Background: an optimization exercise with open tools, aiming at small area, a short achievable clock period and few clock cycles. Do not read the settings as production practice.
RTL that was checked went through simulation tests only; none was proved equivalent to the original.
The flow treats the clock pin as an ideal source. Dropping or thinning the clock tree relies on that and would not hold on a real chip.
Power is estimated from default activity; no workload was simulated.

Setup of v6:
// lz77_encoder
module lz77_encoder (
	input  logic                 clk,
	input  logic                 reset,
	input  logic                 char_req,
	input  lz77_code_pkg::char_t chardata,
	output logic                 char_ack,
	output logic                 valid,
	output lz77_code_pkg::code_t code,
	output logic                 finish
);
For scale: roughly 330 cells after synthesis, about 0.0049 mm² of cells after synthesis.
Settings: LEC_CHECK=0, CAP_MARGIN=20, CORE_MARGIN=2, CORE_UTILIZATION=60, CTS_CLUSTER_DIAMETER=150, CTS_CLUSTER_SIZE=60, SLEW_MARGIN=20; clock period 17.0 ns.
standard.sh (not shown) runs the stock make flow with config.mk's settings and CLKGATE_MAP_FILE= SYNTH_SCRIPT=/design/flow/synth_recipe.tcl, a recipe that flattens the netlist after the stock synthesis.
==> flow/flow/run.sh <==
#!/bin/bash
# Standard ORFS layout, with fast port buffers and timing repair aimed past the
# 17 ns clock so that the achieved period (17 ns less setup slack) is pushed down.
set -euo pipefail
export BUFFER_PORTS_ARGS="-buffer_cell sky130_fd_sc_hd__buf_4"
export SETUP_SLACK_MARGIN=13
bash standard.sh > standard_flow.log 2>&1
--- input diff v6..v7 ---
Settings: CORE_UTILIZATION now 40, was 60; CTS_CLUSTER_SIZE no longer set, was 60; CTS_CLUSTER_DIAMETER no longer set, was 150.
[summary]
Diff v6..v7 | fraction of the mapped netlist area in simple logic gates | unchanged. Final worst-path cycle share in v7 is 0.52 points below v6. Going from v6 to v7, switching power share of the total shrinks by 0.34 points. Leakage dissipation across v6 and v7: no real change. Count of clock-buffer cells in the layout for v7 is higher than for v6. Taking v6 as the reference, in v7 relative max-transition margin has increased, final net count has remained practically unchanged, worst slack on hold paths has decreased, largest net degree at the start of global routing has increased. When the final numbers for v6 and v7 were put side by side, the tapcell count turned out to be greater in v7. Re number of buffers created by CTS: no difference whatsoever between v6 and v7.
No run of this note included a check of the RTL's function; only the layout flow was run.

* * *

lz77_encoder, a different RTL version from the one above (not shown whole).
For scale: ~320 cells after synthesis, roughly 110 flip-flops.
Settings: LEC_CHECK=0, CAP_MARGIN=20, CORE_MARGIN=2, CORE_UTILIZATION=60, SLEW_MARGIN=20; clock period 17.0 ns.
==> flow/flow/run.sh <==
#!/bin/bash
# Standard ORFS layout with three changes:
#  - fast port buffers (buf_4) instead of the default delay cell,
#  - a one-level clock tree: the clock port drives 4 clkbuf_16, each driving
#    a quarter of the flip-flops (lean_cts.tcl, hooked in by pre_cts.tcl),
#  - timing repair aimed past the 17 ns clock (setup margin), so that the
#    achieved period (17 ns less setup slack) is pushed down.
set -euo pipefail
here=$(pwd)
export BUFFER_PORTS_ARGS="-buffer_cell sky130_fd_sc_hd__buf_4"
export SETUP_SLACK_MARGIN=${MARGIN:-12.9}
export PRE_CTS_TCL=$here/flow/pre_cts.tcl
export LEAN_CTS_BUFS=4
export LEAN_CTS_CELL=sky130_fd_sc_hd__clkbuf_16
bash standard.sh > standard_flow.log 2>&1
Other scripts of this flow, unchanged in this note and not shown: flow/flow/lean_cts.tcl, flow/flow/pre_cts.tcl
Testbench counts at the start, summed over its fixed seeds: cycles 14,226.
Next try:
==> flow/flow/run.sh (replaced) <==
#!/bin/bash
# Standard ORFS layout (the standard.sh, standard synthesis unchanged) with
# three changes:
#  - small port buffers (buf_1) instead of the default delay cell; timing
#    repair upsizes any that matter,
#  - a one-level clock tree: the clock port drives 4 clkbuf_16, each driving
#    a quarter of the flip-flops (lean_cts.tcl, hooked in by pre_cts.tcl in
#    place of clock_tree_synthesis),
#  - timing repair aimed past the 17 ns clock (setup margin 12.9 ns), so that
#    the achieved period (17 ns less setup slack) is pushed down.
# The make output goes to standard_flow.log; ORFS keeps each step's log under
# orfs/logs.
set -euo pipefail
here=$(pwd)
export BUFFER_PORTS_ARGS="-buffer_cell sky130_fd_sc_hd__buf_1"
export SETUP_SLACK_MARGIN=12.9
export PRE_CTS_TCL=$here/flow/pre_cts.tcl
export LEAN_CTS_BUFS=4
export LEAN_CTS_CELL=sky130_fd_sc_hd__clkbuf_16
bash standard.sh > standard_flow.log 2>&1
--- a/flow/config.mk
+++ b/flow/config.mk
@@ -8,4 +8,4 @@
 export CAP_MARGIN = 20
 export CORE_MARGIN = 2
-export CORE_UTILIZATION = 60
+export CORE_UTILIZATION = 75
 export SLEW_MARGIN = 20
Worst setup slack gets better by 7.3 ps.
Critical path depth does not change.
Clock skew rises by 9.3 ps.
Total power rises slightly.
Worst hold slack gets worse by 3.4 ps.
First-iteration DRC count rises to 2.5 times its value.
Wire length rises by roughly a tenth.
Sequential power stays flat.
Combinational power barely changes.
Clock power stays flat.
Via count rises by roughly a tenth.
Next try:
==> flow/flow/run.sh (replaced) <==
#!/bin/bash
# Standard ORFS layout with three changes:
#  - fast port buffers (buf_4) instead of the default delay cell,
#  - a one-level clock tree: the clock port drives 4 clkbuf_16, each driving
#    a quarter of the flip-flops (lean_cts.tcl, hooked in by pre_cts.tcl),
#  - timing repair aimed past the 17 ns clock (setup margin), so that the
#    achieved period (17 ns less setup slack) is pushed down.
set -euo pipefail
here=$(pwd)
export BUFFER_PORTS_ARGS="-buffer_cell sky130_fd_sc_hd__buf_4"
export SETUP_SLACK_MARGIN=${MARGIN:-12.9}
export PRE_CTS_TCL=$here/flow/pre_cts.tcl
export LEAN_CTS_BUFS=4
export LEAN_CTS_CELL=sky130_fd_sc_hd__clkbuf_16
bash standard.sh > standard_flow.log 2>&1
--- a/flow/config.mk
+++ b/flow/config.mk
@@ -6,6 +6,7 @@
 export NUM_CORES = 4
 export LEC_CHECK = 0
+export ABC_AREA = 1
 export CAP_MARGIN = 20
 export CORE_MARGIN = 2
-export CORE_UTILIZATION = 75
+export CORE_UTILIZATION = 60
 export SLEW_MARGIN = 20
Outcome:
- maximum frequency drops by 0.58%
- total power climbs by 11%
- core utilization came out lower by 16 points
- setup slack is worse by 24 ps
- clock skew stays flat
- clock power stays flat
- first-iteration DRC count goes down by 61%
- area after synthesis went up by 8.8%
- wire length goes up by 1.6%
- critical path depth is unchanged
No run of this note takes its clock network from TritonCTS; it comes from the design's own scripts or RTL.

-- what the ideal ports hide --
The results above use ideal ports. As a check the final layouts listed here were re-extracted and re-timed, cells and wires unchanged.
Step 1, drivers: a clkbuf_16 drives clk and a buf_2 each remaining input, both assumed.
Step 2, shift: input delay + t, output delay - t, t = (earliest + latest rising clock arrival at the registers) / 2. This alone moves slack from input paths to output paths.
a / b / c = no drivers / after step 1 / after step 2; a / b = the first two.
run | shift t [ns] | slack for setup (ns) | worst data-port slew with drivers (ns)
v6 | 0.540 | 12.578 / 12.544 / 12.257 | 0.04
v7 | 0.441 | 12.667 / 12.629 / 12.235 | 0.04
the first run of note 2 | 0.236 | 12.901 / 12.824 / 12.828 | 0.04
the second run of note 2 | 0.237 | 12.908 / 12.831 / 12.749 | 0.03
the third run of note 2 | 0.247 | 12.885 / 12.802 / 12.798 | 0.04
After both steps setup and hold are still met in every run listed. For v7, which loses most, drivers alone change the setup slack by -0.038 ns; drivers and shift together by -0.432 ns.
